Source: an optimization exercise on an open RTL-to-GDS flow (aim: small area and a short achievable clock period). Production flows keep margins and buffers that such runs may drop.
Function was checked by simulation only, so behaviour that the tests miss may differ from the original.
No activity file was given, so power comes from the tool's default toggle rates.

File: run.sh
#!/bin/bash
# synth_recipe.tcl (not shown) runs the flow's synth.tcl, then flattens the netlist and writes it again
# the make line also repeats each setting of config.mk as NAME=value (left out here)
make -C /OpenROAD-flow-scripts/flow DESIGN_CONFIG=/design/flow/config.mk WORK_HOME=/design/flow/orfs CLKGATE_MAP_FILE= SYNTH_SCRIPT=/design/flow/synth_recipe.tcl finish
File: config.mk
export PLATFORM = sky130hd
export DESIGN_NAME = rslt_writer
export DESIGN_NICKNAME = rslt_writer
export VERILOG_FILES = /design/flow/design.v
export SDC_FILE = /design/flow/constraint.sdc
export NUM_CORES = 4
export LEC_CHECK = 0
export CAP_MARGIN = 20
export CORE_MARGIN = 2
export CORE_UTILIZATION = 35
export SETUP_SLACK_MARGIN = 3.5
export SLEW_MARGIN = 20
export TNS_END_PERCENT = 20
File: constraint.sdc
create_clock -name core_clock -period 8.0 [get_ports {clk}]
set_input_delay 1.6000 -clock core_clock [delete_from_list [all_inputs] [get_ports {clk}]]
set_output_delay 1.6000 -clock core_clock [all_outputs]
set_load 0.01 [all_outputs]
File: design.v
module rslt_writer #(
  parameter int DATA_WIDTH      = 16,
  parameter int COL_WIDTH       = 8,
  parameter int ROW_WIDTH       = 8,
  parameter int RSLT_ADDR_WIDTH = 12,
  parameter int POOL_BUF_DEPTH  = 128
) (
  input  logic                       clk,
  input  logic                       reset,
  input  logic                       start,
  input  logic                       pool_en,
  input  logic                       relu_en,
  input  logic [COL_WIDTH-1:0]       result_cols,
  input  logic [ROW_WIDTH-1:0]       result_rows,
  input  logic [RSLT_ADDR_WIDTH-1:0] base_addr,
  input  logic                       pix_valid,
  input  logic [DATA_WIDTH-1:0]      pix_data,
  output logic                       rslt_we,
  output logic [RSLT_ADDR_WIDTH-1:0] rslt_addr,
  output logic [DATA_WIDTH-1:0]      rslt_wdata,
  output logic                       busy,
  output logic                       done,
  output logic                       err_extra
);
  localparam int DW = DATA_WIDTH;
  logic                       start_d;
  logic                       pool_q;
  logic                       relu_q;
  logic [COL_WIDTH-1:0]       cols_q;
  logic [COL_WIDTH-1:0]       col_left;    
  logic [ROW_WIDTH-1:0]       row_left;    
  logic                       rpar;        
  logic signed [DW-1:0]       h_q;         
  logic signed [DW-1:0]       s_q;         
  logic                       shift_q;
  logic                       idle;
  logic                       arm;
  logic                       accept;
  logic                       e_pool;
  logic                       e_relu;
  logic [COL_WIDTH-1:0]       e_cols;
  logic [COL_WIDTH-1:0]       e_cl;
  logic [ROW_WIDTH-1:0]       e_rl;
  logic                       cpar;
  logic                       e_rpar;
  logic                       last_col;
  logic                       last_px;
  logic                       do_wr;
  logic signed [DW-1:0]       x;
  logic signed [DW-1:0]       xr;
  logic signed [DW-1:0]       lb;
  logic signed [DW-1:0]       a;
  logic signed [DW-1:0]       pw;
  always_comb begin
    idle     = ~busy & ~done;
    arm      = idle & start & ~start_d;
    accept   = pix_valid & (arm | (busy & start));
    e_pool   = arm ? pool_en     : pool_q;
    e_relu   = arm ? relu_en     : relu_q;
    e_cols   = arm ? result_cols : cols_q;
    e_cl     = arm ? result_cols : col_left;
    e_rl     = arm ? result_rows : row_left;
    cpar     = ~arm & (cols_q[0] ^ col_left[0]);
    e_rpar   = ~arm & rpar;
    last_col = (e_cl == '0);
    last_px  = last_col & (e_rl == '0);
    do_wr    = accept & (~e_pool | (cpar & e_rpar));
  end
  logic [6:0] g;
  assign g = 7'((cols_q - 1'b1) >> 1);
  logic [64*DW-1:0] seg6;
  logic [32*DW-1:0] seg5;
  logic [16*DW-1:0] seg4;
  logic [8*DW-1:0]  seg3;
  logic [4*DW-1:0]  seg2;
  logic [2*DW-1:0]  seg1;
  logic [DW-1:0]    seg0;
  logic [DW-1:0]    in6, in5, in4, in3, in2, in1, in0, inf;
  always_comb begin
    in6 = s_q;
    in5 = g[6] ? seg6[64*DW-1 -: DW] : in6;
    in4 = g[5] ? seg5[32*DW-1 -: DW] : in5;
    in3 = g[4] ? seg4[16*DW-1 -: DW] : in4;
    in2 = g[3] ? seg3[8*DW-1  -: DW] : in3;
    in1 = g[2] ? seg2[4*DW-1  -: DW] : in2;
    in0 = g[1] ? seg1[2*DW-1  -: DW] : in1;
    inf = g[0] ? seg0                : in0;
  end
  always_ff @(posedge clk) begin
    if (shift_q) begin
      seg6 <= {seg6[63*DW-1:0], in6};
      seg5 <= {seg5[31*DW-1:0], in5};
      seg4 <= {seg4[15*DW-1:0], in4};
      seg3 <= {seg3[7*DW-1:0],  in3};
      seg2 <= {seg2[3*DW-1:0],  in2};
      seg1 <= {seg1[DW-1:0],    in1};
      seg0 <= in0;
      lb   <= inf;
    end
  end
  always_comb begin
    x  = $signed(pix_data);
    xr = (e_relu & x[DW-1]) ? '0 : x;
    a  = (lb > h_q) ? lb : h_q;
    pw = (x > a) ? x : a;
  end
  always_ff @(posedge clk) begin
    s_q <= (x > h_q) ? x : h_q;
    if (pix_valid)
      h_q <= xr;
  end
  always_ff @(posedge clk or negedge reset) begin
    if (!reset) begin
      start_d    <= 1'b0;
      pool_q     <= 1'b0;
      relu_q     <= 1'b0;
      cols_q     <= '0;
      col_left   <= '0;
      row_left   <= '0;
      rpar       <= 1'b0;
      shift_q    <= 1'b0;
      rslt_we    <= 1'b0;
      rslt_addr  <= '0;
      rslt_wdata <= '0;
      busy       <= 1'b0;
      done       <= 1'b0;
      err_extra  <= 1'b0;
    end else begin
      start_d <= start;
      busy    <= (arm | (busy & start)) & ~(accept & last_px);
      done    <= (accept & last_px) | (done & start);
      if (arm)
        err_extra <= 1'b0;
      else if (pix_valid & (idle | done))
        err_extra <= 1'b1;
      if (arm) begin
        pool_q <= pool_en;
        relu_q <= relu_en;
        cols_q <= result_cols;
      end
      if (accept) begin
        col_left <= last_col ? e_cols : e_cl - 1'b1;
        row_left <= last_col ? e_rl - 1'b1 : e_rl;
        rpar     <= e_rpar ^ last_col;
      end else begin
        col_left <= e_cl;
        row_left <= e_rl;
        rpar     <= e_rpar;
      end
      shift_q    <= accept & e_pool & cpar;
      rslt_we    <= do_wr;
      rslt_addr  <= (arm ? base_addr - 1'b1 : rslt_addr) + do_wr;
      rslt_wdata <= e_pool ? pw : xr;
    end
  end
endmodule
==> flow_summary.toml, run 1 <==
[outcome]
result_of_the_run = "timing/DRC/antenna clean"

[die]
design.portCount = 82
fp-row-count = 162
starting_density_of_the_core = 0.353
floorplan.die_area_um2 = 200000
die_height_um = 448
core_um2 = 195000
chipWidth_um = 448

[routing]
vias_per_cell = 4.42
drt.antenna.violating_nets = 0
length_of_routed_wiring_on_met1_mm = 50.8
routed-wl-met2_mm = 46.0
wl_mm = 105
dr_total_vias = 26400
top_layer = "met4"
drt_drc_violations_left = 0
wire_per_inst_um = 17.5
wl_met3_mm = 4.95
detail_route.iter0.violations = 2656
dr.pass1.iters = 7

[sta]
finalCritPeriodShare = 0.552
rsz0062_at_grt = "yes"
finalHoldViolCount = 0
setup_viol = 0
report.final.slew_viol_count = 0
max_freq_mhz = 226
worst_slew_margin_rel = 0.248
final_period_minus_worst_setup_slack_ps = 4420
worst_pin_slew_ps = 1130
total_negative_slack_for_setup_checks_ps = 0
final.setup.worst_slack_ps = 3580
skew_ps = 57.9

[worst_setup_path]
criticalPathCategory = "reg2reg"
worstReg2RegEnd = "lb[15]"
critical_path.reg2reg.startpoint = "cols_q[0]"
r2r_setup_slack_ps = 3580
cp.required_ps = 8500
timing.critical_path.arrival_ps = 4910
worstRegToRegCells = 8
setup.worst_path.start_class = "flip-flop"
setup.worst_path.end_class = "flip-flop"
crit_path_from = "cols_q[0]"
crit_path_max_fanout = 16

[placement]
place_hpwl_mm = 55.8
dpl.cell_count = 5592
placement.setup.worst_slack_ps = 2820
dpl-instance-area_um2 = 73200
routabilityCongestion = 0.791
port-buffer-count = 81

[final_layout]
final_cell_mix = "2064 x edfxtp_1, 200 x clkbuf_16, 115 x nand2_1, 80 x clkdlybuf4s50_1, 78 x inv_1"
finish.cell_count_without_fillers = 5970
nets = 3284
filler_cell_count = 16700
most_common_cell_after_layout_fill_and_taps_aside = "edfxtp_1"
area_growth_syn_to_layout_pct = 16.5
final_layout_size_suffix_gt1_frac = 0.121
final_area_um2 = 80200

[power_and_ir_drop]
pwr_density_cell_nw_per_um2 = 295
total_leakage_power_nw = 24.8
ir_worst_vdd_uv = 167
post-layout-total-power_mw = 23.7

[grt]
wire_length_of_the_first_global_routing_pass_mm = 155
grt_max_degree = 209
antenna_found_initial = 12
first_global_vias = 25500
globalRoute.totalOverflow = 0
grt_use_total = 0.102

[clock_tree]
clkSlewWorstSetupHoldPaths_ps = 60
cts_buffer_depth = 3
insertion_delay_to_the_later_sink_of_the_worst_skew_pair_ps = 830
htree_levels = 4
holdBufCountCts = 0
numClockSinks = 2141
numCtsBuffers = 200
cts_tree = "done"
clockRootBuffer = "clkbuf_16"

[yosys]
yosysSeqAreaShare = 0.927
gate_count_post_synth = 2895
synth_warnings = 1
avgSynthCellArea_um2 = 23.8
ys_async_sr_fraction = 0.0285
postSynthRegisterBits = 2141
syn_area_um2 = 68900
yosys_most_used_dff = "edfxtp_1"
number_of_distinct_library_cell_variants_in_the_gate_level_netlist_after_synthesis = 62
synth-edff-count = 2064
syn_nets = 3000

[hold_path]
min-delay-start = "seg6[415]"
holdCritPathClass = "reg2reg"
holdPathEnd = "seg6[431]"
number_of_cells_on_the_worst_hold_path = 0

[flow_run]
maxCapViolCount = 0
-- how the worst max path moves through the flow --
stage / end / slack [ps] / cells after the start
after floorplan: lb[0] / -6520 / 0
after global placement: rslt_addr[6] / 2840 / 13
after detailed placement: rslt_addr[4] / 2820 / 13
after CTS: rslt_wdata[12] / 3500 / 18
after global routing: lb[15] / 3370 / 8
final: lb[15] / 3580 / 8
-- cells by family (layout without fill, tap and decap cells) --
kind of cell	count (synthesis)	after routing	synth area share
AO/OA/AOI/OAI	196	196	0.0211
XOR/XNOR	34	34	0.00443
adder cells (fa/ha/maj)	55	55	0.00999
buffers and inverters	120	569	0.00669
flip-flops	2141	2141	0.927
multiplexers	63	63	0.0113
other	0	2	0
AND/OR/NAND/NOR	286	286	0.0198
-- through the flow --
stage / utilization / hold WS, ps
2_1_floorplan: - / 400
3_3_place_gp: 0.375 / 400
3_5_place_dp: 0.375 / 405
4_1_cts: 0.410 / 381
5_1_grt: 0.411 / 394
6_report: 0.411 / 375
-- repair_timing --
action	CTS	global route
setup endpoints to repair	16	19
pin swaps	1	4
cloned	0	1
buffers inserted	1	7
resized for setup	2	12
-- critical path, stage by stage, from the launching register on --
cell,delay [ps]
dfrtp_1,450
or4_4,600
nor4_4,270
xnor2_4,150
buf_4,550
mux2i_1,870
a221oi_1,330
a222oi_1,530
o221ai_1,300
-- synthesized netlist by cell type (all sizes together) (6+ instances only) --
cell	count	area, µm²
a21o	14	105
a21oi	44	220
a221oi	16	203
a222oi	16	160
and2	21	131
buf	8	40.0
clkbuf	34	128
dfrtp	61	1530
dfxtp	16	320
edfxtp	2064	62000
ha	55	688
inv	78	293
mux2	18	203
mux2i	45	576
nand2	116	435
nand3	28	140
nand4	10	62.6
nor2	56	210
nor2b	6	37.5
nor3	14	81.3
nor4	7	58.8
o21ai	33	165
o221ai	17	149
o2bb2ai	15	131
or3	7	43.8
xnor2	21	191
xor2	13	114
-- sequential cells by signal, indices dropped and copies added, names as in the netlist, 8 cells and up --
signal and flops:
col_left 8, cols_q 8, h_q 16, lb 16
row_left 8, rslt_addr 12, rslt_wdata 16, s_q 16
seg0 16, seg1 32, seg2 64, seg3 128
seg4 256, seg5 512, seg6 1024
-- cell type report --
type                       instances  area [µm²]  share of cell area
timing repair buffer             124        1270              0.0159
antenna                            2        5.00           0.0000624
multi-input combinational        634        4700              0.0585
sequential                      2141       63800               0.796
inverter                          78         293             0.00365
clock buffer                     226        5100              0.0636
tap                             2624        3280              0.0409
clock inverter                   141        1720              0.0215
-- layer usage --
metal,global-route usage,vias up
li1,-,12100
met3,0.0229,213
met2,0.146,486
met4,0.0407,0
met1,0.150,13600
met5,0,-
-- power breakdown --
part	switching (mW)	leakage, nW	total, mW	internal [mW]
registers	0.181	18.7	12.8	12.6
logic	0.816	2.83	1.23	0.409
clock network	4.09	3.29	9.66	5.57
==> run 2, diff against run 1 <==
--- a/design.v
+++ b/design.v
@@ -66,8 +66,7 @@
     last_px  = last_col & (e_rl == '0);
     do_wr    = accept & (~e_pool | (cpar & e_rpar));
   end
-  logic [6:0] g;
-  assign g = 7'((cols_q - 1'b1) >> 1);
+  logic [6:0] g;    
   logic [64*DW-1:0] seg6;
   logic [32*DW-1:0] seg5;
   logic [16*DW-1:0] seg4;
@@ -105,6 +104,22 @@
     pw = (x > a) ? x : a;
   end
   always_ff @(posedge clk) begin
+    if (arm) begin
+      pool_q <= pool_en;
+      relu_q <= relu_en;
+      cols_q <= result_cols;
+      g      <= 7'((result_cols - 1'b1) >> 1);
+    end
+    if (accept) begin
+      col_left <= last_col ? e_cols : e_cl - 1'b1;
+      row_left <= last_col ? e_rl - 1'b1 : e_rl;
+      rpar     <= e_rpar ^ last_col;
+    end else begin
+      col_left <= e_cl;
+      row_left <= e_rl;
+      rpar     <= e_rpar;
+    end
+    shift_q <= accept & e_pool & cpar;
     s_q <= (x > h_q) ? x : h_q;
     if (pix_valid)
       h_q <= xr;
@@ -112,13 +127,6 @@
   always_ff @(posedge clk or negedge reset) begin
     if (!reset) begin
       start_d    <= 1'b0;
-      pool_q     <= 1'b0;
-      relu_q     <= 1'b0;
-      cols_q     <= '0;
-      col_left   <= '0;
-      row_left   <= '0;
-      rpar       <= 1'b0;
-      shift_q    <= 1'b0;
       rslt_we    <= 1'b0;
       rslt_addr  <= '0;
       rslt_wdata <= '0;
@@ -133,21 +141,6 @@
         err_extra <= 1'b0;
       else if (pix_valid & (idle | done))
         err_extra <= 1'b1;
-      if (arm) begin
-        pool_q <= pool_en;
-        relu_q <= relu_en;
-        cols_q <= result_cols;
-      end
-      if (accept) begin
-        col_left <= last_col ? e_cols : e_cl - 1'b1;
-        row_left <= last_col ? e_rl - 1'b1 : e_rl;
-        rpar     <= e_rpar ^ last_col;
-      end else begin
-        col_left <= e_cl;
-        row_left <= e_rl;
-        rpar     <= e_rpar;
-      end
-      shift_q    <= accept & e_pool & cpar;
       rslt_we    <= do_wr;
       rslt_addr  <= (arm ? base_addr - 1'b1 : rslt_addr) + do_wr;
       rslt_wdata <= e_pool ? pw : xr;
--- a/config.mk
+++ b/config.mk
@@ -8,6 +8,6 @@
 export CAP_MARGIN = 20
 export CORE_MARGIN = 2
 export CORE_UTILIZATION = 35
-export SETUP_SLACK_MARGIN = 3.5
+export SETUP_SLACK_MARGIN = 5
 export SLEW_MARGIN = 20
 export TNS_END_PERCENT = 20
==> run 2 against run 1 <==
Maximum frequency up 9.8%. Clock-buffer cell count rose by 30. First-iteration DRC count decreased by 1.6%. Sequential cell count increased by 7. Cell area grew 1.1%. Clock skew is 20 ps higher. Power is 4.2% lower. Combinational power fell by 19%. Sequential power hardly changed. Largest cell class unchanged.
==> flow_summary.toml, run 2 <==
[grt]
antenna_found_initial = 16
grt_use_total = 0.100
grt_max_degree = 215
wire_length_of_the_first_global_routing_pass_mm = 152
globalRoute.totalOverflow = 0
first_global_vias = 25300

[hold_path]
holdCritPathClass = "reg2reg"
holdPathEnd = "seg5[168]"
number_of_cells_on_the_worst_hold_path = 0
min-delay-start = "seg5[152]"

[yosys]
syn_nets = 2857
postSynthRegisterBits = 2148
synth_warnings = 1
synth-edff-count = 2071
avgSynthCellArea_um2 = 25.0
yosys_most_used_dff = "edfxtp_1"
synth.top_cells.by_count = "2071 x edfxtp_1, 113 x mux2_2, 55 x ha_1, 55 x nand2_1, 44 x dfxtp_1"
number_of_distinct_library_cell_variants_in_the_gate_level_netlist_after_synthesis = 68
syn_area_um2 = 68700
synth_area_leader_cell = "edfxtp_1"
most_repeated_cell_in_the_gate_level_netlist_after_synthesis = "edfxtp_1"
gate_count_post_synth = 2752
yosysSeqAreaShare = 0.930
synthTopCellsByArea = "edfxtp_1 90%, mux2_2 1.9%, dfxtp_1 1.3%"
yosys.area.top_type_share = 0.905
ys_async_sr_fraction = 0.0154

[power_and_ir_drop]
p_int_mw = 17.9
fraction_of_power_consumed_by_the_clock_network = 0.391
fraction_of_power_spent_switching_nets = 0.210
total_leakage_power_nw = 25.0
pwr_density_cell_nw_per_um2 = 280
power.switching_mw = 4.76
sequentialPowerShare = 0.565
combinationalPowerShare = 0.044
ir_worst_vdd_uv = 242
post-layout-total-power_mw = 22.7

[clock_tree]
numCtsBuffers = 197
clkSlewWorstSetupHoldPaths_ps = 60
holdBufCountCts = 0
cts_tree = "done"
clockRootBuffer = "clkbuf_16"
htree_levels = 4
numClockSinks = 2148
cts_buffer_depth = 3
insertion_delay_to_the_later_sink_of_the_worst_skew_pair_ps = 820

[routing]
drt_drc_violations_left = 0
wire_per_inst_um = 17.5
dr.pass1.iters = 5
routed-wl-met2_mm = 47.6
detail_route.iter0.violations = 2614
top_layer = "met5"
vias_per_cell = 4.37
drt.antenna.violating_nets = 0
dr_total_vias = 25900
wl_mm = 104
length_of_routed_wiring_on_met1_mm = 48.9
wl_met3_mm = 4.83

[final_layout]
largest_register_ffs = 1024
area_growth_syn_to_layout_pct = 18.0
registers.top_by_ff_count = "seg6"
biggestRegsByFlops = "seg6 (1024), seg5 (512), seg4 (256)"
final_cell_mix = "2071 x edfxtp_1, 199 x clkbuf_16, 94 x buf_4, 88 x mux2_2, 58 x clkbuf_1"
nets = 3241
most_common_cell_after_layout_fill_and_taps_aside = "edfxtp_1"
final_layout_size_suffix_gt1_frac = 0.204

[sta]
finalHoldViolCount = 0
finalCritPeriodShare = 0.503
total_negative_slack_for_setup_checks_ps = 0
max_freq_mhz = 249
report.final.slew_viol_count = 0
worst_slew_margin_rel = 0.221
skew_ps = 78.3
setup_viol = 0
rsz0062_at_grt = "yes"
worst_pin_slew_ps = 1170
final_period_minus_worst_setup_slack_ps = 4020

[worst_setup_path]
critical_path.reg2reg.startpoint = "lb[15]"
criticalPathCategory = "reg2reg"
setup.worst_path.start_class = "flip-flop"
timing.critical_path.arrival_ps = 4700
r2r_setup_slack_ps = 3980
crit_path_max_fanout = 6
worstRegToRegCells = 16
setup.worst_path.end_class = "flip-flop"
worstReg2RegEnd = "rslt_wdata[10]"
cp.required_ps = 8680

[placement]
place_hpwl_mm = 54.6
port-buffer-count = 81
routabilityCongestion = 0.780

[flow_run]
maxCapViolCount = 0

[die]
core_um2 = 195000
fp-row-count = 162
die_height_um = 447
starting_density_of_the_core = 0.352
floorplan.die_area_um2 = 200000
chipWidth_um = 447
design.portCount = 82

[outcome]
result_of_the_run = "timing/DRC/antenna clean"
## run 2: cell types whose count changed after synthesis, moves of 10 or more
cell	delta
inv_1	-46
a222oi_1	-16
nor2_1	-22
a221oi_2	-10
nand2_1	-61
nand3_1	-19
clkbuf_1	-20
dfrtp_1	-28
a21oi_1	-17
o221ai_1	-16
dfxtp_1	+28
mux2_4	+10
mux2_2	+95
o21ai_0	-12
## run 2: worst max path at each step
stage	slack (ps)	start	end
floorplan	-6800	shift_q	lb[0]
global placement	2370	start	rslt_addr[5]
detailed placement	2430	start	rslt_addr[4]
CTS	4150	h_q[9]	rslt_wdata[0]
global route	3830	lb[15]	rslt_wdata[10]
finish	3980	lb[15]	rslt_wdata[10]
## run 2: area by class of cell
type	count	area (µm²)
fill	16700	114000
sequential	2148	63900
multi-input combinational	543	5380
clock buffer	256	5160
tap	2624	3280
timing repair buffer	213	2130
clock inverter	106	1060
inverter	32	136
antenna	7	17.5
timing repair inverter	1	8.76
## run 2: what timing repair did
item | in CTS | in global routing
buffers inserted | 29 | 73
endpoints found under the setup margin | 150 | 435
cloned | 3 | 2
pin swaps | 21 | 43
resized for setup | 91 | 254
## run 2: per-layer routing
metal | global-route usage | vias to the layer above
met4 | 0.0405 | 4
met5 | 0 | -
li1 | - | 11800
met3 | 0.0237 | 204
met2 | 0.149 | 505
met1 | 0.142 | 13400
## run 2: critical path, cell delays in order, from the launching register on
cell	delay (ps)
edfxtp_1	480
ha_4	320
nand4_1	170
or4_1	520
nand4_1	170
a31oi_4	150
buf_12	190
mux2i_4	210
ha_4	280
nor2b_4	120
o21a_1	120
o21ai_2	70
a2111oi_4	430
nor2_2	100
o31ai_4	280
buf_4	210
o2bb2ai_1	70
## run 2: power groups by stage
stage / Sequential (mW) / Combinational (mW) / Clock, mW
3_5_place_dp: 13.0 / 0.786 / 0
6_report: 12.8 / 0.998 / 8.87
4_1_cts: 12.8 / 0.863 / 9.21
2_1_floorplan: 13.3 / 0.332 / 0
5_1_grt: 12.8 / 1.07 / 9.63
3_3_place_gp: 13.0 / 0.770 / 0
## run 2: kinds of logic after synthesis
family	Yosys count	synth area share
compound gates	108	0.0107
xor+xnor	37	0.00472
fa+ha+maj	55	0.0100
buf+inv	61	0.00377
flops	2148	0.930
mux	160	0.0267
simple gates	183	0.0143
## run 2: through the flow
| step | hold WS (ps) | util | worst slack, ps | cells | instance area, µm² |
|---|---|---|---|---|---|
| global placement | 401 | 0.374 | 2370 | 5454 | 73000 |
| floorplan | 400 | - | -6800 | 2752 | 68700 |
| detailed placement | 405 | 0.374 | 2430 | 5454 | 73000 |
| CTS | 344 | 0.410 | 4150 | 5848 | 79900 |
| global route | 364 | 0.416 | 3830 | 5925 | 81100 |
| finish | 354 | 0.416 | 3980 | 5930 | 81100 |
==> run 3, diff against run 2 <==
--- a/design.v
+++ b/design.v
@@ -97,11 +97,32 @@
       lb   <= inf;
     end
   end
+  function automatic logic sgt(input logic [DW-1:0] a,
+                               input logic [DW-1:0] b);
+    logic [DW-1:0] ua, ub, gt, eq;
+    integer w, i;
+    begin
+      ua = {~a[DW-1], a[DW-2:0]};
+      ub = {~b[DW-1], b[DW-2:0]};
+      gt = ua & ~ub;
+      eq = ~(ua ^ ub);
+      for (w = 1; w < DW; w = w * 2)
+        for (i = 0; i + w < DW; i = i + 2 * w) begin
+          gt[i] = gt[i + w] | (eq[i + w] & gt[i]);
+          eq[i] = eq[i + w] & eq[i];
+        end
+      sgt = gt[0];
+    end
+  endfunction
+  logic x_gt_lb, x_gt_h, lb_gt_h;
   always_comb begin
-    x  = $signed(pix_data);
-    xr = (e_relu & x[DW-1]) ? '0 : x;
-    a  = (lb > h_q) ? lb : h_q;
-    pw = (x > a) ? x : a;
+    x       = $signed(pix_data);
+    xr      = (e_relu & x[DW-1]) ? '0 : x;
+    x_gt_lb = sgt(x, lb);
+    x_gt_h  = sgt(x, h_q);
+    lb_gt_h = sgt(lb, h_q);
+    a       = lb_gt_h ? lb : h_q;
+    pw      = (x_gt_lb & x_gt_h) ? x : a;
   end
   always_ff @(posedge clk) begin
     if (arm) begin
@@ -120,7 +141,7 @@
       rpar     <= e_rpar;
     end
     shift_q <= accept & e_pool & cpar;
-    s_q <= (x > h_q) ? x : h_q;
+    s_q <= x_gt_h ? x : h_q;
     if (pix_valid)
       h_q <= xr;
   end
@@ -142,7 +163,10 @@
       else if (pix_valid & (idle | done))
         err_extra <= 1'b1;
       rslt_we    <= do_wr;
-      rslt_addr  <= (arm ? base_addr - 1'b1 : rslt_addr) + do_wr;
+      if (arm)
+        rslt_addr <= do_wr ? base_addr : base_addr - 1'b1;
+      else if (do_wr)
+        rslt_addr <= rslt_addr + 1'b1;
       rslt_wdata <= e_pool ? pw : xr;
     end
   end
--- a/config.mk
+++ b/config.mk
@@ -8,6 +8,7 @@
 export CAP_MARGIN = 20
 export CORE_MARGIN = 2
 export CORE_UTILIZATION = 35
+export CTS_CLUSTER_SIZE = 30
 export SETUP_SLACK_MARGIN = 5
 export SLEW_MARGIN = 20
 export TNS_END_PERCENT = 20
==> run 3 against run 2 <==
Hold slack better by 40 ps. Wire length is 0.13% lower. Clock power is 1% higher. Via count is 1.3% higher. Sequential power hardly changed. Maximum frequency is 30% higher. Still clean. Largest cell class unchanged. Register-to-register slack better by 1200 ps. Highest routed layer is now met4. Critical endpoint is now rslt_wdata[12]. Synthesized cell count is 4.3% higher. First-iteration DRC count is 13% higher. Non-clock buffer count is 62 lower.
==> flow_summary.toml, run 3 <==
[outcome]
result_of_the_run = "timing/DRC/antenna clean"

[placement]
dpl-instance-area_um2 = 73000
port-buffer-count = 81
place_hpwl_mm = 54.7
routabilityCongestion = 0.799

[grt]
globalRoute.totalOverflow = 0
first_global_vias = 25100
grt_use_total = 0.102
grt_max_degree = 205
wire_length_of_the_first_global_routing_pass_mm = 155
antenna_found_initial = 20

[worst_setup_path]
cp_cell_sequence = "buf_6"
family_with_the_most_delay_on_the_worst_path = "flip-flops"
criticalPathCategory = "reg2out"
critical_path_buf_inv_count = 1
crit_path_max_fanout = 1
slowest_stage = "dfrtp_2"
setup.worst_path.start_class = "flip-flop"
critical_path.max_stage_delay_ps = 510
setup.worst_path.end_class = "output port"
cp.required_ps = 6400
timing.critical_path.arrival_ps = 1500

[die]
chipWidth_um = 447
die_height_um = 447
fp-row-count = 162
design.portCount = 82
floorplan.die_area_um2 = 200000
core_um2 = 195000
starting_density_of_the_core = 0.353

[yosys]
yosys.area.top_type_share = 0.905
synth_area_leader_cell = "edfxtp_1"
synth_warnings = 1
yosys_most_used_dff = "edfxtp_1"
number_of_distinct_library_cell_variants_in_the_gate_level_netlist_after_synthesis = 54
avgSynthCellArea_um2 = 24.0
syn_nets = 2972
yosysSeqAreaShare = 0.929
synth-edff-count = 2071
ys_async_sr_fraction = 0.0154
syn_area_um2 = 68700
synthTopCellsByArea = "edfxtp_1 90%, dfxtp_1 1.3%, dfrtp_1 1.2%"
most_repeated_cell_in_the_gate_level_netlist_after_synthesis = "edfxtp_1"
gate_count_post_synth = 2870
postSynthRegisterBits = 2148
synth.top_cells.by_count = "2071 x edfxtp_1, 91 x nand2_1, 75 x inv_1"

[routing]
vias_per_cell = 4.40
detail_route.iter0.violations = 2960
wl_mm = 104
wire_per_inst_um = 17.4
drt.antenna.violating_nets = 0
drt_drc_violations_left = 0
dr_total_vias = 26300
dr.pass1.iters = 5

[sta]
worst_hold_slack_ps = 394
setup_viol = 0
worst_pin_slew_ps = 1070
skew_ps = 37.2
total_negative_slack_for_setup_checks_ps = 0
final_period_minus_worst_setup_slack_ps = 3100
finalCritPeriodShare = 0.387
report.final.slew_viol_count = 0
worst_slew_margin_rel = 0.288
finalHoldViolCount = 0
max_freq_mhz = 323
rsz0062_at_grt = "yes"

[power_and_ir_drop]
pwr_density_cell_nw_per_um2 = 286
fraction_of_power_consumed_by_the_clock_network = 0.392
p_int_mw = 18.1
total_leakage_power_nw = 24.7
sequentialPowerShare = 0.569
power.switching_mw = 4.69
combinationalPowerShare = 0.039
fraction_of_power_spent_switching_nets = 0.205
ir_worst_vdd_uv = 229

[clock_tree]
htree_levels = 4
numClockSinks = 2148
insertion_delay_to_the_later_sink_of_the_worst_skew_pair_ps = 800
clockRootBuffer = "clkbuf_16"
clkSlewWorstSetupHoldPaths_ps = 70
cts_tree = "done"
numCtsBuffers = 192
holdBufCountCts = 0
cts_buffer_depth = 3

[final_layout]
final_layout_size_suffix_gt1_frac = 0.142
final_util = 0.409
filler_cell_count = 17000
sequential_cell_area_um2 = 63900
multi_input_area_um2 = 4610
most_common_cell_after_layout_fill_and_taps_aside = "edfxtp_1"
registers.top_by_ff_count = "seg6"
area_growth_syn_to_layout_pct = 16.0
biggestRegsByFlops = "seg6 (1024), seg5 (512), seg4 (256)"
final_cell_mix = "2071 x edfxtp_1, 195 x clkbuf_16, 90 x nand2_1, 74 x inv_1, 55 x buf_4"
largest_register_ffs = 1024
nets = 3282
final_area_um2 = 79800

[hold_path]
holdCritPathClass = "reg2reg"

[flow_run]
maxCapViolCount = 0
-- run 3: cell count changes in the layout (fill, tap and decap cells not counted), moves of 21 or more --
cell / delta
mux2_4: -41
mux2i_1: +37
buf_4: -39
mux2_2: -37
o21ai_0: +37
buf_6: -21
nand2_1: +39
inv_1: +47
-- run 3: cell type report --
class,instances,share of cell area
Timing Repair Buffer,151,0.0186
Inverter,76,0.00362
Tap cell,2624,0.0412
Clock buffer,247,0.0635
Sequential cell,2148,0.801
Antenna cell,3,0.0000941
Multi-Input combinational cell,611,0.0578
Clock inverter,107,0.0140
-- run 3: logic make-up (layout without fill, tap and decap cells) --
logic type               Yosys count  in the layout  share of synthesized area
AND/OR/NAND/NOR                  234            235                     0.0170
flip-flops                      2148           2148                      0.929
buffers and inverters            113            581                    0.00632
multiplexers                     106            106                     0.0167
XOR/XNOR                          36             36                    0.00459
AO/OA/AOI/OAI                    181            182                     0.0166
adder cells (fa/ha/maj)           52             52                    0.00946
other                              0              3                          0
-- run 3: final timing paths --
| path | from | endpoint | slack, ps | cells past startpoint |
|---|---|---|---|---|
| min | seg4[162] | seg4[178] | 390 | 0 |
| max reg2reg | shift_q | seg6[138] | 5130 | 2 |
| max in group asynchronous | reset | rslt_addr[11] | 6400 | 1 |
| min reg2reg | seg4[162] | seg4[178] | 390 | 0 |
| min in group asynchronous | reset | rslt_wdata[10] | 920 | 1 |
| max | rslt_wdata[12] | rslt_wdata[12] | 4900 | 1 |
-- run 3: metrics by stage --
step / total power, mW / setup slack (ps) / instances
finish: 22.8 / 4900 / 5967
global route: 23.7 / 4840 / 5967
CTS: 23.1 / 4770 / 5938
detailed placement: 14.0 / 2240 / 5564
global placement: 14.0 / 2260 / 5564
floorplan: 13.9 / -6800 / 2870
-- run 3: power by group through the flow --
| stage | sequential (mW) | combinational, mW | clock [mW] |
|---|---|---|---|
| 2_1_floorplan | 13.6 | 0.319 | 0 |
| 3_3_place_gp | 13.2 | 0.798 | 0 |
| 3_5_place_dp | 13.2 | 0.814 | 0 |
| 4_1_cts | 13.0 | 0.836 | 9.29 |
| 5_1_grt | 13.0 | 0.978 | 9.74 |
| 6_report | 13.0 | 0.889 | 8.96 |
-- run 3: timing repair --
action | in CTS | in global routing
setup buffers | 16 | 25
pin swaps | 5 | 11
resized for setup | 126 | 93
hold endpoints to repair | 0 | 0
cloned | 4 | 1
setup endpoints to repair | 129 | 248
-- run 3: metal layers --
| layer | part of all wire | track usage |
|---|---|---|
| met1 | 0.50 | 0.155 |
| met5 | 0 | 0 |
| met2 | 0.43 | 0.140 |
| met4 | 0.025 | 0.0401 |
| met3 | 0.048 | 0.0235 |
-- run 3: worst register-to-register path: cells and delay by family, from the launching register on --
kind	cells	cell delay (ps)
flip-flops	1	650
buffers and inverters	2	1780
==> run 4, diff against run 3 <==
--- a/config.mk
+++ b/config.mk
@@ -8,7 +8,7 @@
 export CAP_MARGIN = 20
 export CORE_MARGIN = 2
 export CORE_UTILIZATION = 35
-export CTS_CLUSTER_SIZE = 30
+export CTS_CLUSTER_SIZE = 22
 export SETUP_SLACK_MARGIN = 5
 export SLEW_MARGIN = 20
 export TNS_END_PERCENT = 20
==> run 4 against run 3 <==
Synthesized area unchanged. Hold slack unchanged. Global-route usage unchanged. Critical endpoint unchanged. Non-clock buffer count unchanged.
==> flow_summary.toml, run 4 <==
[outcome]
result_of_the_run = "timing/DRC/antenna clean"

[yosys]
synth_area_leader_cell = "edfxtp_1"
yosysSeqAreaShare = 0.929
synth-edff-count = 2071
synth_warnings = 1
yosys.area.top_type_share = 0.905
avgSynthCellArea_um2 = 24.0
yosys_most_used_dff = "edfxtp_1"
muxShareOfSynthArea = 0.0167
combinational_family_with_the_most_area_after_synthesis = "simple AND/OR/NAND/NOR gates"
number_of_distinct_library_cell_variants_in_the_gate_level_netlist_after_synthesis = 54
most_repeated_cell_in_the_gate_level_netlist_after_synthesis = "edfxtp_1"
fraction_of_the_mapped_netlist_area_in_compound_gates = 0.0166
synth-simple-area-share = 0.0170
ys_async_sr_fraction = 0.0154
post_synth_xor_area_fraction = 0.00459
synthTopCellsByArea = "edfxtp_1 90%, dfxtp_1 1.3%, dfrtp_1 1.2%"
gate_count_post_synth = 2870
syn_area_um2 = 68700
synthAdderAreaFrac = 0.00946
postSynthRegisterBits = 2148
syn_nets = 2972
synth.top_cells.by_count = "2071 x edfxtp_1, 91 x nand2_1, 75 x inv_1"

[placement]
place_hpwl_mm = 54.7
placement.setup.worst_slack_ps = 2240
dpl.cell_count = 5564
port-buffer-count = 81
routabilityCongestion = 0.799

[worst_setup_path]
cp_cell_sequence = "buf_6"
worstReg2RegEnd = "seg6[138]"
setup.worst_path.start_class = "flip-flop"
cp.required_ps = 6400
setup.worst_path.end_class = "output port"
critical_path_buf_inv_count = 1
r2r_setup_slack_ps = 5130
slowest_stage = "dfrtp_2"
criticalPathCategory = "reg2out"
worstRegToRegCells = 2
critical_path.reg2reg.startpoint = "shift_q"
timing.critical_path.arrival_ps = 1500
crit_path_max_fanout = 1
critical_path.max_stage_delay_ps = 510
family_with_the_most_delay_on_the_worst_path = "flip-flops"
critical_path_depth = 1

[sta]
max_freq_mhz = 323
final_period_minus_worst_setup_slack_ps = 3100
worst_slew_margin_rel = 0.288
total_negative_slack_for_setup_checks_ps = 0
report.final.slew_viol_count = 0
finalCritPeriodShare = 0.387
setup_viol = 0
final.setup.worst_slack_ps = 4900
skew_ps = 37.2
worst_pin_slew_ps = 1070
rsz0062_at_grt = "yes"
finalHoldViolCount = 0

[clock_tree]
numCtsBuffers = 192
htree_levels = 4
holdBufCountCts = 0
insertion_delay_to_the_later_sink_of_the_worst_skew_pair_ps = 800
clkSlewWorstSetupHoldPaths_ps = 70
cts_tree = "done"
numClockSinks = 2148
cts_buffer_depth = 3
clockRootBuffer = "clkbuf_16"

[hold_path]
holdCritPathClass = "reg2reg"
holdPathEnd = "seg4[178]"
min-delay-start = "seg4[162]"
number_of_cells_on_the_worst_hold_path = 0

[grt]
first_global_vias = 25100
globalRoute.totalOverflow = 0
grt_use_total = 0.102
antenna_found_initial = 20
wire_length_of_the_first_global_routing_pass_mm = 155
grt_max_degree = 205

[die]
starting_density_of_the_core = 0.353
fp-row-count = 162
design.portCount = 82
die_height_um = 447
core_um2 = 195000
chipWidth_um = 447
floorplan.die_area_um2 = 200000

[final_layout]
final_util = 0.409
most_common_cell_after_layout_fill_and_taps_aside = "edfxtp_1"
finish.cell_count_without_fillers = 5967
largest_register_ffs = 1024
registers.top_by_ff_count = "seg6"
biggestRegsByFlops = "seg6 (1024), seg5 (512), seg4 (256)"
area_growth_syn_to_layout_pct = 16.0
multi_input_area_um2 = 4610
sequential_cell_area_um2 = 63900
filler_cell_count = 17000
nets = 3282
final_layout_size_suffix_gt1_frac = 0.142
final_cell_mix = "2071 x edfxtp_1, 195 x clkbuf_16, 90 x nand2_1, 74 x inv_1, 55 x buf_4"

[routing]
dr.pass1.iters = 5
wire_per_inst_um = 17.4
detail_route.iter0.violations = 2960
drt_drc_violations_left = 0
wl_mm = 104
drt.antenna.violating_nets = 0
vias_per_cell = 4.40
dr_total_vias = 26300

[power_and_ir_drop]
post-layout-total-power_mw = 22.8
ir_worst_vdd_uv = 229
total_leakage_power_nw = 24.7
pwr_density_cell_nw_per_um2 = 286

[flow_run]
maxCapViolCount = 0
## run 4: cell counts in the layout (fill, tap and decap cells not counted)
No cell type changed its count.
## run 4: logic make-up (layout without fill, tap and decap cells)
| group | count (synthesis) | after routing |
|---|---|---|
| adder cells (fa/ha/maj) | 52 | 52 |
| flip-flops | 2148 | 2148 |
| multiplexers | 106 | 106 |
| AO/OA/AOI/OAI | 181 | 182 |
| buffers and inverters | 113 | 581 |
| other | 0 | 3 |
| XOR/XNOR | 36 | 36 |
| AND/OR/NAND/NOR | 234 | 235 |
## run 4: worst max-delay path by stage
stage / endpoint / from / slack, ps
after floorplan: lb[0] / shift_q / -6800
after global placement: rslt_wdata[1] / start / 2260
after detailed placement: rslt_wdata[3] / start / 2240
after CTS: rslt_wdata[13] / rslt_wdata[13] / 4770
after global routing: rslt_wdata[12] / rslt_wdata[12] / 4840
final: rslt_wdata[12] / rslt_wdata[12] / 4900
## run 4: metrics by stage
stage | area, µm² | hold WS, ps
6_report | 79800 | 394
5_1_grt | 79800 | 383
4_1_cts | 79500 | 389
3_5_place_dp | 73000 | 405
3_3_place_gp | 73000 | 400
2_1_floorplan | 68800 | 400
## run 4: layout make-up
type | count | share of cell area
Inverter | 76 | 0.00362
Clock inverter | 107 | 0.0140
Sequential cell | 2148 | 0.801
Antenna cell | 3 | 0.0000941
Tap cell | 2624 | 0.0412
Timing Repair Buffer | 151 | 0.0186
Multi-Input combinational cell | 611 | 0.0578
Clock buffer | 247 | 0.0635
## run 4: layer usage
metal  global-route usage  up-vias  share of wire
met2                0.140      548           0.43
li1                     -    12000              -
met3               0.0235      195          0.048
met4               0.0401        0          0.025
met1                0.155    13500           0.50
met5                    0        -              0
## run 4: worst reg2reg max path: stages (launching register included)
cell     delay (ps)
dfxtp_4         650
buf_4           820
buf_4           960
## run 4: report_power, final
part	total (mW)	switching, mW	internal, mW
sequential	13.0	0.200	12.8
combinational	0.889	0.576	0.313
clock	8.96	3.91	5.05
## run 4: repair_timing
action,in CTS,in global routing
resized for setup,126,93
cloned,4,1
buffers inserted,16,25
pin swaps,5,11
endpoints found under the setup margin,129,248
==> run 5, diff against run 4 <==
--- a/design.v
+++ b/design.v
@@ -35,36 +35,32 @@
   logic                       shift_q;
   logic                       idle;
   logic                       arm;
-  logic                       accept;
-  logic                       e_pool;
+  logic                       run_acc;     
+  logic                       lc, lr;      
+  logic                       cpar;        
+  logic                       wr_run;      
+  logic                       a_lc, a_lr;  
+  logic                       a_wr;        
   logic                       e_relu;
-  logic [COL_WIDTH-1:0]       e_cols;
-  logic [COL_WIDTH-1:0]       e_cl;
-  logic [ROW_WIDTH-1:0]       e_rl;
-  logic                       cpar;
-  logic                       e_rpar;
-  logic                       last_col;
-  logic                       last_px;
-  logic                       do_wr;
+  logic [COL_WIDTH-1:0]       cl_dec;
   logic signed [DW-1:0]       x;
   logic signed [DW-1:0]       xr;
   logic signed [DW-1:0]       lb;
   logic signed [DW-1:0]       a;
   logic signed [DW-1:0]       pw;
   always_comb begin
-    idle     = ~busy & ~done;
-    arm      = idle & start & ~start_d;
-    accept   = pix_valid & (arm | (busy & start));
-    e_pool   = arm ? pool_en     : pool_q;
-    e_relu   = arm ? relu_en     : relu_q;
-    e_cols   = arm ? result_cols : cols_q;
-    e_cl     = arm ? result_cols : col_left;
-    e_rl     = arm ? result_rows : row_left;
-    cpar     = ~arm & (cols_q[0] ^ col_left[0]);
-    e_rpar   = ~arm & rpar;
-    last_col = (e_cl == '0);
-    last_px  = last_col & (e_rl == '0);
-    do_wr    = accept & (~e_pool | (cpar & e_rpar));
+    idle    = ~busy & ~done;
+    arm     = idle & start & ~start_d;
+    run_acc = busy & start & pix_valid;
+    lc      = (col_left == '0);
+    lr      = (row_left == '0);
+    cpar    = cols_q[0] ^ col_left[0];
+    cl_dec  = lc ? cols_q : col_left - 1'b1;
+    wr_run  = run_acc & (~pool_q | (cpar & rpar));
+    a_lc    = (result_cols == '0);
+    a_lr    = (result_rows == '0);
+    a_wr    = pix_valid & ~pool_en;
+    e_relu  = arm ? relu_en : relu_q;
   end
   logic [6:0] g;    
   logic [64*DW-1:0] seg6;
@@ -131,16 +127,17 @@
       cols_q <= result_cols;
       g      <= 7'((result_cols - 1'b1) >> 1);
     end
-    if (accept) begin
-      col_left <= last_col ? e_cols : e_cl - 1'b1;
-      row_left <= last_col ? e_rl - 1'b1 : e_rl;
-      rpar     <= e_rpar ^ last_col;
-    end else begin
-      col_left <= e_cl;
-      row_left <= e_rl;
-      rpar     <= e_rpar;
+    if (arm) begin
+      col_left <= (pix_valid & ~a_lc) ? result_cols - 1'b1 : result_cols;
+      row_left <= (pix_valid & a_lc) ? result_rows - 1'b1 : result_rows;
+      rpar     <= pix_valid & a_lc;
+    end else if (run_acc) begin
+      col_left <= cl_dec;
+      if (lc)
+        row_left <= row_left - 1'b1;
+      rpar     <= rpar ^ lc;
     end
-    shift_q <= accept & e_pool & cpar;
+    shift_q <= run_acc & pool_q & cpar;
     s_q <= x_gt_h ? x : h_q;
     if (pix_valid)
       h_q <= xr;
@@ -156,18 +153,21 @@
       err_extra  <= 1'b0;
     end else begin
       start_d <= start;
-      busy    <= (arm | (busy & start)) & ~(accept & last_px);
-      done    <= (accept & last_px) | (done & start);
-      if (arm)
-        err_extra <= 1'b0;
-      else if (pix_valid & (idle | done))
-        err_extra <= 1'b1;
-      rslt_we    <= do_wr;
-      if (arm)
-        rslt_addr <= do_wr ? base_addr : base_addr - 1'b1;
-      else if (do_wr)
-        rslt_addr <= rslt_addr + 1'b1;
-      rslt_wdata <= e_pool ? pw : xr;
+      if (arm) begin
+        busy       <= ~(pix_valid & a_lc & a_lr);
+        done       <= pix_valid & a_lc & a_lr;
+        err_extra  <= 1'b0;
+        rslt_we    <= a_wr;
+        rslt_addr  <= a_wr ? base_addr : base_addr - 1'b1;
+      end else begin
+        busy       <= busy & start & ~(pix_valid & lc & lr);
+        done       <= (run_acc & lc & lr) | (done & start);
+        err_extra  <= err_extra | (pix_valid & ~busy);
+        rslt_we    <= wr_run;
+        if (wr_run)
+          rslt_addr <= rslt_addr + 1'b1;
+      end
+      rslt_wdata <= (~arm & pool_q) ? pw : xr;
     end
   end
 endmodule
--- a/config.mk
+++ b/config.mk
@@ -7,8 +7,7 @@
 export LEC_CHECK = 0
 export CAP_MARGIN = 20
 export CORE_MARGIN = 2
-export CORE_UTILIZATION = 35
-export CTS_CLUSTER_SIZE = 22
+export CORE_UTILIZATION = 50
 export SETUP_SLACK_MARGIN = 5
 export SLEW_MARGIN = 20
 export TNS_END_PERCENT = 20
==> run 5 against run 4 <==
Largest cell class unchanged. Largest power group unchanged. Non-clock buffer count down 16. Global-route usage up 4.0 points. Clock skew up 2.5 ps. Maximum frequency up 0.54%. Register-to-register slack about the same.
==> flow_summary.toml, run 5 <==
[clock_tree]
clkSlewWorstSetupHoldPaths_ps = 60
numClockSinks = 2148
insertion_delay_to_the_later_sink_of_the_worst_skew_pair_ps = 790
clockRootBuffer = "clkbuf_16"
cts_buffer_depth = 3
htree_levels = 4
numCtsBuffers = 201
holdBufCountCts = 0
cts_tree = "done"

[worst_setup_path]
timing.critical_path.arrival_ps = 3610
r2r_setup_slack_ps = 5120
setup.worst_path.start_class = "primary input"
crit_path_max_fanout = 6
setup.worst_path.end_class = "flip-flop"
criticalPathCategory = "in2reg"
cp.required_ps = 8530

[yosys]
synth.top_cells.by_count = "2097 x edfxtp_1, 81 x nand2_1, 61 x inv_1"
ys_async_sr_fraction = 0.0154
yosys_most_used_dff = "edfxtp_1"
syn_area_um2 = 69100
syn_nets = 2981
number_of_distinct_library_cell_variants_in_the_gate_level_netlist_after_synthesis = 58
synth_warnings = 1
synth_area_leader_cell = "edfxtp_1"
most_repeated_cell_in_the_gate_level_netlist_after_synthesis = "edfxtp_1"
yosys.area.top_type_share = 0.912
gate_count_post_synth = 2877
postSynthRegisterBits = 2148
avgSynthCellArea_um2 = 24.0
synth-edff-count = 2097
synthTopCellsByArea = "edfxtp_1 91%, dfrtp_1 1.2%, ha_1 0.98%"
yosysSeqAreaShare = 0.929

[die]
fp-row-count = 136
core_um2 = 137000
die_height_um = 376
chipWidth_um = 376
floorplan.die_area_um2 = 141000
design.portCount = 82
starting_density_of_the_core = 0.503

[flow_run]
maxCapViolCount = 0

[sta]
finalCritPeriodShare = 0.385
total_negative_slack_for_setup_checks_ps = 0
report.final.slew_viol_count = 0
setup_viol = 0
worst_pin_slew_ps = 1190
finalHoldViolCount = 0
worst_slew_margin_rel = 0.209
skew_ps = 39.6
final_period_minus_worst_setup_slack_ps = 3080
worst_hold_slack_ps = 389
final.setup.worst_slack_ps = 4920
max_freq_mhz = 325
rsz0062_at_grt = "yes"

[placement]
dpl.cell_count = 4739
place_hpwl_mm = 51.4
dpl-instance-area_um2 = 72300
port-buffer-count = 81
placement.setup.worst_slack_ps = 2930
routabilityCongestion = 0.809

[routing]
drt_drc_violations_left = 0
vias_per_cell = 5.09
detail_route.iter0.violations = 2651
wire_per_inst_um = 19.8
dr.pass1.iters = 5
wl_mm = 102
drt.antenna.violating_nets = 0
dr_total_vias = 26300

[final_layout]
final_util = 0.576
registers.top_by_ff_count = "seg6"
final_area_um2 = 79100
nets = 3285
filler_cell_count = 9755
final_layout_size_suffix_gt1_frac = 0.144
final_cell_mix = "2097 x edfxtp_1, 204 x clkbuf_16, 79 x nand2_1, 61 x inv_1"
finish.cell_count_without_fillers = 5153
most_common_cell_after_layout_fill_and_taps_aside = "edfxtp_1"
area_growth_syn_to_layout_pct = 14.6
largest_register_ffs = 1024
biggestRegsByFlops = "seg6 (1024), seg5 (512), seg4 (256)"

[grt]
grt_use_total = 0.142
globalRoute.totalOverflow = 0
antenna_found_initial = 18
grt_max_degree = 230
first_global_vias = 25800
wire_length_of_the_first_global_routing_pass_mm = 155

[outcome]
result_of_the_run = "timing/DRC/antenna clean"

[power_and_ir_drop]
total_leakage_power_nw = 24.7
pwr_density_cell_nw_per_um2 = 280
post-layout-total-power_mw = 22.1
ir_worst_vdd_uv = 168

[hold_path]
holdCritPathClass = "reg2reg"
## run 5: changes by cell type after synthesis, sizes merged, moves of 8 or more
cell	delta
nor2	+11
o2bb2ai	+16
edfxtp	+26
o21ai	+8
o22ai	-15
xnor2	+12
inv	-11
dfxtp	-26
mux2i	-19
and2	+14
nand2	-11
## run 5: critical path: stages
cell and delay [ps]:
clkdlybuf4s50_1 570, inv_1 90, ha_1 210, nor2b_2 160
a31oi_1 480, nand3_1 170, xnor2_1 170, nor2_1 110
a21oi_1 60
## run 5: kinds of logic (layout without fill, tap and decap cells)
kind of cell,Yosys count,count (layout),share of synthesized area
compound gates,188,188,0.0178
xor+xnor,42,42,0.00533
fa+ha+maj,54,54,0.00978
buf+inv,100,579,0.00574
flops,2148,2148,0.929
mux,88,88,0.0137
other cells,0,3,0
simple gates,257,257,0.0189
## run 5: report_power, final
part	internal [mW]	total [mW]	switching, mW
Combinational	0.274	0.674	0.400
Sequential	12.4	12.5	0.123
Clock	4.97	8.93	3.96
Total	17.7	22.1	4.49
## run 5: area by class of cell
cell class / count / area [µm²] / share of cell area
Inverter: 65 / 262 / 0.00330
Clock buffer: 254 / 5280 / 0.0667
Timing Repair inverter: 1 / 8.76 / 0.000111
Clock inverter: 124 / 1010 / 0.0128
Timing Repair Buffer: 135 / 1340 / 0.0169
Sequential cell: 2148 / 64200 / 0.811
Tap cell: 1794 / 2240 / 0.0284
Antenna cell: 3 / 7.51 / 0.0000948
Multi-Input combinational cell: 629 / 4810 / 0.0608
## run 5: what timing repair did
action / in CTS / in global routing
gates resized for setup: 93 / 138
pin swaps: 6 / 10
cloned: 2 / 2
endpoints found under the setup margin: 138 / 857
setup buffers: 8 / 19
hold endpoints to repair: 0 / 0
## run 5: path summary, 6_finish.rpt
kind	startpoint	to	cells after the start
max in group asynchronous	reset	rslt_addr[9]	1
min in group asynchronous	reset	done	1
max reg2reg	g[6]	lb[15]	7
min	seg6[358]	seg6[374]	0
min reg2reg	seg6[358]	seg6[374]	0
max	result_cols[0]	col_left[5]	9
## run 5: metal layers
metal,global-route usage,routed length (µm),up-vias
li1,-,-,12000
met1,0.228,52300,13500
met2,0.188,42000,543
met3,0.0367,5410,210
met4,0.0472,2410,16
met5,0,111,-
==> run 6, diff against run 5 <==
==> flow/run.sh (new file) <==
#!/bin/bash
# Standard ORFS layout, with clock tree synthesis arguments overridden:
# larger sink clusters and no dummy loads.
export CTS_ARGS="-sink_clustering_enable -repair_clock_nets -sink_clustering_size 25 -sink_clustering_max_diameter 60 -dont_use_dummy_load"
bash standard.sh > standard.log 2>&1
==> standard.sh (new file) <==
#!/bin/bash
# synth_recipe.tcl (not shown) runs the flow's synth.tcl, then flattens the netlist and writes it again
# the make line also repeats each setting of config.mk as NAME=value (left out here)
make -C /OpenROAD-flow-scripts/flow DESIGN_CONFIG=/design/flow/config.mk WORK_HOME=/design/flow/orfs CLKGATE_MAP_FILE= SYNTH_SCRIPT=/design/flow/synth_recipe.tcl "${@:-finish}"
removed: run.sh
==> run 6 against run 5 <==
Core utilization fell by 2.2 points. Synthesized area did not move. Hold slack got worse by 14 ps. Clock power fell by 32%. Highest routed layer unchanged. Die area did not move. Critical path depth fell by 8. Sequential power barely moved. Final cell count fell by 4.9%. Via count fell by 3.2%. Clock skew rose by 26 ps. Maximum frequency fell by 0.23%.
==> flow_summary.toml, run 6 <==
[worst_setup_path]
timing.critical_path.arrival_ps = 1490
cp_cell_sequence = "dlygate4sd2_1"
crit_path_max_fanout = 1
slowest_stage = "dfrtp_2"
critical_path_buf_inv_count = 1
criticalPathCategory = "reg2out"
critical_path.max_stage_delay_ps = 470
cp.required_ps = 6400
setup.worst_path.start_class = "flip-flop"
setup.worst_path.end_class = "output port"
family_with_the_most_delay_on_the_worst_path = "flip-flops"

[clock_tree]
insertion_delay_to_the_later_sink_of_the_worst_skew_pair_ps = 750
cts_tree = "done"
clkSlewWorstSetupHoldPaths_ps = 70
htree_levels = 4
cts_buffer_depth = 3
numCtsBuffers = 130
clockRootBuffer = "clkbuf_16"
holdBufCountCts = 0
numClockSinks = 2148

[yosys]
avgSynthCellArea_um2 = 24.0
number_of_distinct_library_cell_variants_in_the_gate_level_netlist_after_synthesis = 58
synthTopCellsByArea = "edfxtp_1 91%, dfrtp_1 1.2%, ha_1 0.98%"
gate_count_post_synth = 2877
synth_area_leader_cell = "edfxtp_1"
syn_nets = 2981
synth_warnings = 1
yosys_most_used_dff = "edfxtp_1"
synth-edff-count = 2097
most_repeated_cell_in_the_gate_level_netlist_after_synthesis = "edfxtp_1"
syn_area_um2 = 69100
ys_async_sr_fraction = 0.0154
yosysSeqAreaShare = 0.929
synth.top_cells.by_count = "2097 x edfxtp_1, 81 x nand2_1, 61 x inv_1"
yosys.area.top_type_share = 0.912
postSynthRegisterBits = 2148

[final_layout]
most_common_cell_after_layout_fill_and_taps_aside = "edfxtp_1"
registers.top_by_ff_count = "seg6"
biggestRegsByFlops = "seg6 (1024), seg5 (512), seg4 (256)"
nets = 3211
final_layout_size_suffix_gt1_frac = 0.0957
filler_cell_count = 9988
largest_register_ffs = 1024
finish.cell_count_without_fillers = 4902
area_growth_syn_to_layout_pct = 10.3
final_cell_mix = "2097 x edfxtp_1, 130 x clkbuf_16, 79 x nand2_1, 60 x inv_1, 54 x ha_1"
final_util = 0.555
multi_input_area_um2 = 4740
sequential_cell_area_um2 = 64200

[routing]
drt.antenna.violating_nets = 0
drt_drc_violations_left = 0
dr.pass1.iters = 5
vias_per_cell = 5.19
detail_route.iter0.violations = 2769
dr_total_vias = 25400
wire_per_inst_um = 20.3
wl_mm = 99.5

[power_and_ir_drop]
total_leakage_power_nw = 23.5
ir_worst_vdd_uv = 167
pwr_density_cell_nw_per_um2 = 253

[sta]
worst_slew_margin_rel = 0.216
skew_ps = 65.3
max_freq_mhz = 324
worst_pin_slew_ps = 1180
finalHoldViolCount = 0
setup_viol = 0
report.final.slew_viol_count = 0
total_negative_slack_for_setup_checks_ps = 0
worst_hold_slack_ps = 375
finalCritPeriodShare = 0.386
rsz0062_at_grt = "yes"
final_period_minus_worst_setup_slack_ps = 3090

[die]
starting_density_of_the_core = 0.503
design.portCount = 82
core_um2 = 137000
fp-row-count = 136
floorplan.die_area_um2 = 141000
die_height_um = 376
chipWidth_um = 376

[flow_run]
maxCapViolCount = 0

[placement]
place_hpwl_mm = 51.4
routabilityCongestion = 0.809
port-buffer-count = 81
dpl.cell_count = 4739

[grt]
first_global_vias = 24800
antenna_found_initial = 20
globalRoute.totalOverflow = 0
grt_use_total = 0.139
grt_max_degree = 230
wire_length_of_the_first_global_routing_pass_mm = 151

[outcome]
result_of_the_run = "timing/DRC/antenna clean"

[hold_path]
holdCritPathClass = "reg2reg"
==> run 6: path summary, 6_finish.rpt <==
kind / slack [ps] / to / start / cells after the start
max: 4910 / rslt_wdata[8] / rslt_wdata[8] / 1
min: 380 / seg6[492] / seg6[476] / 0
max reg2reg: 5130 / rslt_wdata[0] / h_q[2] / 9
min reg2reg: 380 / seg6[492] / seg6[476] / 0
max in group asynchronous: 6350 / rslt_wdata[13] / reset / 1
min in group asynchronous: 1000 / done / reset / 1
==> run 6: cell families after synthesis <==
| kind of cell | after synthesis | synth area share |
|---|---|---|
| flops | 2148 | 0.929 |
| simple gates | 257 | 0.0189 |
| compound gates | 188 | 0.0178 |
| buf+inv | 100 | 0.00574 |
| mux | 88 | 0.0137 |
| fa+ha+maj | 54 | 0.00978 |
| xor+xnor | 42 | 0.00533 |
==> run 6: layout make-up <==
type,count,area share
flip-flops and latches,2148,0.843
repair inverters,1,0.000115
repair buffers,132,0.0194
diodes,3,0.0000986
multi-input cells,629,0.0622
inverters,65,0.00343
well taps,1794,0.0295
clock buffers,130,0.0427
==> run 6: what timing repair did <==
action / CTS / global route
endpoints found under the setup margin: 148 / 642
cloned: 4 / 0
pin swaps: 9 / 6
hold endpoints to repair: 0 / 0
resized for setup: 93 / 72
setup buffers: 5 / 19
==> run 6: metal layers <==
metal | global-route usage | vias up | routed length [µm]
met5 | 0 | - | 86
met4 | 0.0414 | 16 | 2270
met3 | 0.0350 | 177 | 5040
met2 | 0.186 | 406 | 41000
met1 | 0.224 | 13100 | 51000
li1 | - | 11700 | -
==> run 6: stage by stage <==
step | area, µm² | worst slack (ps) | power (mW)
after floorplan | 69100 | -6800 | 13.1
after global placement | 72300 | 3010 | 13.4
after detailed placement | 72300 | 2930 | 13.4
after CTS | 75800 | 4630 | 19.5
after global routing | 76200 | 4850 | 20.0
final | 76200 | 4910 | 19.2
==> run 6: where the power goes <==
part / switching [mW] / internal (mW) / leakage, nW
Combinational: 0.390 / 0.274 / 3.17
Sequential: 0.126 / 12.4 / 18.7
Clock: 3.16 / 2.88 / 1.60
==> run 7, diff against run 6 <==
==> flow/run.sh (replaced) <==
#!/bin/bash
export CTS_ARGS="-sink_clustering_enable -repair_clock_nets -sink_clustering_size 25 -sink_clustering_max_diameter 60 -dont_use_dummy_load"
sed -e 's/SETUP_SLACK_MARGIN=[0-9.]*/SETUP_SLACK_MARGIN=5.8/' standard.sh > standard_m.sh
bash standard_m.sh > standard.log 2>&1
--- a/config.mk
+++ b/config.mk
@@ -10,4 +10,4 @@
 export CORE_UTILIZATION = 50
 export SETUP_SLACK_MARGIN = 5
 export SLEW_MARGIN = 20
-export TNS_END_PERCENT = 20
+export TNS_END_PERCENT = 100
==> run 7 against run 6 <==
Clock-buffer cell count stayed put. Wire length is 6.1% higher. First-iteration DRC count is 8.6% lower. Maximum frequency is 5.4% higher. Still clean. Synthesized area stayed put. Critical path type unchanged.
==> flow_summary.toml, run 7 <==
[outcome]
result_of_the_run = "timing/DRC/antenna clean"

[worst_setup_path]
family_with_the_most_delay_on_the_worst_path = "flip-flops"
critical_path.max_stage_delay_ps = 470
setup.worst_path.end_class = "output port"
crit_path_max_fanout = 1
worstReg2RegEnd = "rslt_wdata[0]"
critical_path.reg2reg.startpoint = "h_q[2]"
critical_path_buf_inv_count = 1
timing.critical_path.arrival_ps = 1330
critical_path_depth = 1
worstRegToRegCells = 9
setup.worst_path.start_class = "flip-flop"
slowest_stage = "dfrtp_2"
cp.required_ps = 6400
crit_path_from = "rslt_wdata[8]"
r2r_setup_slack_ps = 5300
cp_cell_sequence = "buf_6"
criticalPathCategory = "reg2out"
timing.critical_path.to = "rslt_wdata[8]"

[yosys]
ys_async_sr_fraction = 0.0154
yosysSeqAreaShare = 0.929
avgSynthCellArea_um2 = 24.0
synth_area_leader_cell = "edfxtp_1"
yosys_most_used_dff = "edfxtp_1"
syn_area_um2 = 69100
number_of_distinct_library_cell_variants_in_the_gate_level_netlist_after_synthesis = 58
syn_nets = 2981
synth-edff-count = 2097
postSynthRegisterBits = 2148
synthTopCellsByArea = "edfxtp_1 91%, dfrtp_1 1.2%, ha_1 0.98%"
synth_warnings = 1
synth.top_cells.by_count = "2097 x edfxtp_1, 81 x nand2_1, 61 x inv_1"
gate_count_post_synth = 2877
most_repeated_cell_in_the_gate_level_netlist_after_synthesis = "edfxtp_1"
yosys.area.top_type_share = 0.912

[routing]
drt.antenna.violating_nets = 0
drt_drc_violations_left = 0
dr_total_vias = 26300
dr.pass1.iters = 7
wl_mm = 106
detail_route.iter0.violations = 2532
wire_per_inst_um = 20.9
vias_per_cell = 5.21

[sta]
max_freq_mhz = 341
setup_viol = 0
worst_pin_slew_ps = 1130
rsz0062_at_grt = "yes"
total_negative_slack_for_setup_checks_ps = 0
finalHoldViolCount = 0
report.final.slew_viol_count = 0
final_period_minus_worst_setup_slack_ps = 2930
finalCritPeriodShare = 0.366
skew_ps = 64.6
worst_slew_margin_rel = 0.248

[placement]
routabilityCongestion = 0.809
place_hpwl_mm = 51.4
port-buffer-count = 81
dpl-instance-area_um2 = 72300

[power_and_ir_drop]
total_leakage_power_nw = 24.5
post-layout-total-power_mw = 19.5
pwr_density_cell_nw_per_um2 = 247
ir_worst_vdd_uv = 167

[final_layout]
final_area_um2 = 78900
final_util = 0.575
biggestRegsByFlops = "seg6 (1024), seg5 (512), seg4 (256)"
nets = 3353
most_common_cell_after_layout_fill_and_taps_aside = "edfxtp_1"
registers.top_by_ff_count = "seg6"
final_layout_size_suffix_gt1_frac = 0.196
filler_cell_count = 9744
largest_register_ffs = 1024
final_cell_mix = "2097 x edfxtp_1, 131 x clkbuf_16, 123 x buf_4, 65 x buf_6, 58 x nand2_1"
area_growth_syn_to_layout_pct = 14.3

[die]
core_um2 = 137000
die_height_um = 376
starting_density_of_the_core = 0.503
chipWidth_um = 376
design.portCount = 82
floorplan.die_area_um2 = 141000
fp-row-count = 136

[grt]
first_global_vias = 25900
globalRoute.totalOverflow = 0
grt_max_degree = 223
antenna_found_initial = 13
grt_use_total = 0.147
wire_length_of_the_first_global_routing_pass_mm = 159

[clock_tree]
htree_levels = 4
clockRootBuffer = "clkbuf_16"
clkSlewWorstSetupHoldPaths_ps = 70
numClockSinks = 2148
cts_tree = "done"
holdBufCountCts = 0
insertion_delay_to_the_later_sink_of_the_worst_skew_pair_ps = 750
numCtsBuffers = 130
cts_buffer_depth = 3

[flow_run]
maxCapViolCount = 0

[hold_path]
holdCritPathClass = "reg2reg"
number_of_cells_on_the_worst_hold_path = 0
-- run 7: per-layer routing --
layer	routed length [µm]	vias to the layer above	track usage
li1	-	12000	-
met3	5290	171	0.0336
met2	44100	450	0.201
met1	53900	13700	0.237
met5	56	-	0
met4	2240	10	0.0389
-- run 7: cells by family (layout without fill, tap and decap cells) --
| logic type | count (synthesis) | after routing | synth area share |
|---|---|---|---|
| AOI/OAI and AO/OA | 188 | 188 | 0.0178 |
| xor gates and xnor gates | 42 | 42 | 0.00533 |
| adders and majority gates | 54 | 54 | 0.00978 |
| buffers and inverters | 100 | 470 | 0.00574 |
| DFF | 2148 | 2148 | 0.929 |
| muxes | 88 | 88 | 0.0137 |
| other | 0 | 2 | 0 |
| and+or+nand+nor | 257 | 257 | 0.0189 |
-- run 7: worst reg2reg max path: stages, from the launching register on --
cell,delay (ps)
edfxtp_1,410
inv_1,230
ha_1,320
a211oi_1,360
a2111oi_4,150
a2111oi_4,370
o41ai_4,120
buf_6,190
mux2i_1,320
o2bb2ai_2,110
-- run 7: worst min-delay path by stage --
stage | startpoint | slack (ps) | to
floorplan | seg1[0] | 400 | seg1[16]
global placement | seg5[489] | 400 | seg5[505]
detailed placement | seg1[0] | 400 | seg1[16]
CTS | seg6[476] | 380 | seg6[492]
global route | seg5[52] | 390 | seg5[68]
finish | seg6[476] | 380 | seg6[492]
-- run 7: per-stage QoR --
step / setup slack (ps) / hold slack [ps] / std cells
floorplan: -6800 / 400 / 2877
global placement: 3010 / 401 / 4739
detailed placement: 2930 / 405 / 4739
CTS: 5010 / 380 / 4985
global route: 5030 / 386 / 5041
finish: 5070 / 377 / 5043
-- run 7: what timing repair did --
action	CTS	global route
gates resized for setup	570	176
cloned	15	1
pin swaps	89	96
setup buffers	101	54
setup endpoints to repair	1462	298
-- run 7: where the power goes --
group	switching (mW)	total [mW]	internal (mW)
sequential	0.121	12.5	12.4
clock	3.17	6.05	2.88
combinational	0.495	0.939	0.444
total	3.78	19.5	15.7
-- run 7: area by class of cell --
cell class / instances / area (µm²) / area share
clock buffers: 130 / 3250 / 0.0412
multi-input cells: 629 / 6000 / 0.0760
repair inverters: 2 / 17.5 / 0.000222
repair buffers: 273 / 2970 / 0.0376
flip-flops and latches: 2148 / 64200 / 0.813
well taps: 1794 / 2240 / 0.0284
diodes: 2 / 5.00 / 0.0000634
inverters: 65 / 279 / 0.00353

static timing again, ports no longer ideal:
No port has a modelled driver above. Below, the same layouts with a new extraction and two added sets of constraints.
Step 1: set_driving_cell puts a clkbuf_16 on clk and a buf_2 on each other input, an assumption about the parent block.
Step 2 times the ports against the registers' clock, not the clock port: input delays grow and output delays shrink by t, the midpoint of the rising clock arrivals with the driver on.
Slacks: no drivers / after step 1 / after step 2; pairs: no drivers / after step 1.
| run | t (ns) | setup slack, ns | worst register clock-pin slew, ns |
|---|---|---|---|
| run 1 | 0.878 | 3.585 / 3.585 / 2.911 | 0.07 / 0.07 |
| run 2 | 0.877 | 3.979 / 3.979 / 3.518 | 0.07 / 0.07 |
| run 3 | 0.866 | 4.903 / 4.822 / 4.052 | 0.07 / 0.07 |
| run 4 | 0.866 | 4.903 / 4.822 / 4.052 | 0.07 / 0.07 |
| run 5 | 0.841 | 4.919 / 4.863 / 4.085 | 0.07 / 0.07 |
| run 6 | 0.789 | 4.912 / 4.842 / 4.152 | 0.10 / 0.10 |
| run 7 | 0.785 | 5.071 / 5.005 / 4.347 | 0.10 / 0.10 |
After both steps every run listed still meets setup and hold.
